From an optimization exercise on the open Yosys and OpenROAD flow, aimed at small area, a short achievable clock period and few clock cycles per item; shortcuts taken in it are not production practice. Function was checked by simulation only, so behaviour that the tests miss may differ from the original.

// aes128_iter_core
module aes128_iter_core #(
    parameter int unsigned ROUNDS_PER_CYCLE = 1
) (
    input  logic         clk,
    input  logic         rst_n,
    input  logic         in_valid,
    output logic         in_ready,
    input  logic [127:0] plaintext,
    input  logic [127:0] key,
    output logic         out_valid,
    input  logic         out_ready,
    output logic [127:0] ciphertext
);
Settings: LEC_CHECK=0, CAP_MARGIN=20, CORE_MARGIN=2, CORE_UTILIZATION=55, CTS_CLUSTER_DIAMETER=80, CTS_CLUSTER_SIZE=24, PLACE_DENSITY=0.75, SETUP_SLACK_MARGIN=2.8, SLEW_MARGIN=20, SYNTH_HIERARCHICAL=1; clock period 6.5 ns.
standard.sh (not shown) runs the stock make flow with config.mk's settings and CLKGATE_MAP_FILE= SYNTH_SCRIPT=/design/flow/synth_recipe.tcl, a recipe that flattens the netlist after the stock synthesis.
==> flow/flow/run.sh <==
#!/bin/bash
# Layout flow: the standard ORFS flow (standard.sh, unchanged synthesis), with the
# port buffers that placement inserts on every input and output made buf_2 cells
# instead of the default pick, and ORFS settings passed as make variables.
set -euo pipefail
cd "$(dirname "$0")/.."
bash standard.sh "BUFFER_PORTS_ARGS=-buffer_cell sky130_fd_sc_hd__buf_2" finish > standard_flow.log 2>&1
test -f out/final.def
Testbench counts at the start, summed over its fixed seeds: cycles 16,024, items 1,600.
Next try:
Settings changed: CORE_UTILIZATION 55 to 65, CTS_CLUSTER_DIAMETER 80 to not set, CTS_CLUSTER_SIZE 24 to not set, PLACE_DENSITY 0.75 to 0.85.
Effect: Non-clock buffer count increases by 1. Global-route usage rose by 5.9 points. Synthesized cell count does not change. Maximum frequency is lower by 2.0%. Die area decreases by 15%. Setup slack got worse by 0.077 ns.

* * *

Setup of willow:
Starting RTL as in the previous note.
clock: 6.5 ns
lec_check: 0
cap_margin: 20
core_margin: 2
core_utilization: 55
cts_cluster_diameter: 80
cts_cluster_size: 24
place_density: 0.75
setup_slack_margin: 2.8
slew_margin: 20
synth_hierarchical: 1
==> flow/flow/run.sh <==
#!/bin/bash
# Layout flow: the standard ORFS flow (standard.sh, unchanged synthesis), with the
# port buffers that placement inserts on every input and output made buf_1 cells
# instead of the default pick, and ORFS settings passed as make variables.
set -euo pipefail
cd "$(dirname "$0")/.."
bash standard.sh "BUFFER_PORTS_ARGS=-buffer_cell sky130_fd_sc_hd__buf_1" finish > standard_flow.log 2>&1
test -f out/final.def
Testbench counts of willow, summed over its fixed seeds: cycles 16,024, items 1,600.
Inputs modified between willow and cedar:
# willow
export LEC_CHECK = 0
export CAP_MARGIN = 20
export CORE_MARGIN = 2
export CORE_UTILIZATION = 55
export CTS_CLUSTER_DIAMETER = 80
export CTS_CLUSTER_SIZE = 24
export PLACE_DENSITY = 0.75
export SETUP_SLACK_MARGIN = 2.8
export SLEW_MARGIN = 20
export SYNTH_HIERARCHICAL = 1
create_clock -name core_clock -period 6.5 [get_ports {clk}]
# cedar
export LEC_CHECK = 0
export CAP_MARGIN = 20
export CORE_MARGIN = 2
export CORE_UTILIZATION = 55
export CTS_CLUSTER_DIAMETER = 90
export CTS_CLUSTER_SIZE = 27
export PLACE_DENSITY = 0.75
export SETUP_SLACK_MARGIN = 3.1
export SLEW_MARGIN = 20
export SYNTH_HIERARCHICAL = 1
create_clock -name core_clock -period 6.5 [get_ports {clk}]
### Flow results
Re final critical-path share of the clock period: cedar is 5.8 points down on willow.
Relative to willow, the global-route wire length before repair measured on cedar has increased slightly.
Compared with willow, cedar shows average vias per placed instance that has gone up slightly.
willow -> cedar: wire length increased by a few percent
From willow to cedar the numbers moved as follows: register-to-register slack went up, final worst clock skew went down, non-clock buffer count went up, fraction of layout instances using a drive strength above 1 went up.
diff inputs: cedar => pepper
# cedar
export LEC_CHECK = 0
export CAP_MARGIN = 20
export CORE_MARGIN = 2
export CORE_UTILIZATION = 55
export CTS_CLUSTER_DIAMETER = 90
export CTS_CLUSTER_SIZE = 27
export PLACE_DENSITY = 0.75
export SETUP_SLACK_MARGIN = 3.1
export SLEW_MARGIN = 20
export SYNTH_HIERARCHICAL = 1
create_clock -name core_clock -period 6.5 [get_ports {clk}]
# pepper
export LEC_CHECK = 0
export CAP_MARGIN = 20
export CORE_MARGIN = 2
export CORE_UTILIZATION = 55
export CTS_CLUSTER_DIAMETER = 90
export CTS_CLUSTER_SIZE = 27
export PLACE_DENSITY = 0.75
export SETUP_SLACK_MARGIN = 2.8
export SLEW_MARGIN = 20
export SYNTH_HIERARCHICAL = 1
create_clock -name core_clock -period 6.5 [get_ports {clk}]
==> flow/flow/run.sh <==
#!/bin/bash
# Layout flow: the standard ORFS flow (standard.sh, unchanged synthesis), with the
# port buffers that placement inserts on every input and output made buf_2 cells
# instead of the default pick, and ORFS settings passed as make variables.
set -euo pipefail
cd "$(dirname "$0")/.."
bash standard.sh "BUFFER_PORTS_ARGS=-buffer_cell sky130_fd_sc_hd__buf_2" finish > standard_flow.log 2>&1
test -f out/final.def
Findings:
There was hardly any difference in worst hold margin between cedar and pepper. pepper vs cedar: non-clock buffer count down. Re signed area change from the synthesized netlist to the final layout: pepper is 5.9 points down on cedar.

==> what the ideal ports hide <==
Ports are ideal in the flow. The routed layouts listed here were re-timed in OpenROAD. Step 1 (the two cells are an assumption about what drives the block):
set clk [get_ports {clk}]
set_driving_cell -lib_cell sky130_fd_sc_hd__clkbuf_16 $clk
set_driving_cell -lib_cell sky130_fd_sc_hd__buf_2 [delete_from_list [all_inputs] $clk]
Step 2 adds t to the input delays and takes it off the output delays; t is the mean of the earliest and latest rising clock arrival at the registers after step 1. Input paths then give back, and output paths get back, about the clock's delay inside the block. Slacks: no drivers / after step 1 / after step 2; pairs: no drivers / after step 1.
| run | shift t [ns] | setup WS [ns] | latest minus earliest clock arrival (ns) | worst register clock-pin slew, ns |
|---|---|---|---|---|
| the first run of note 1 | 0.710 | 2.792 / 2.792 / 2.792 | 0.042 / 0.043 | 0.10 / 0.10 |
| the second run of note 1 | 0.714 | 2.715 / 2.715 / 2.704 | 0.036 / 0.035 | 0.06 / 0.06 |
| willow | 0.709 | 2.697 / 2.697 / 2.697 | 0.048 / 0.047 | 0.10 / 0.10 |
| cedar | 0.693 | 3.076 / 3.076 / 2.799 | 0.041 / 0.041 | 0.11 / 0.11 |
| pepper | 0.693 | 2.824 / 2.824 / 2.824 | 0.046 / 0.045 | 0.11 / 0.11 |
After both steps setup and hold are still met in every run listed. For cedar, which loses most, drivers alone change the setup slack by 0.000 ns; drivers and shift together by -0.277 ns.
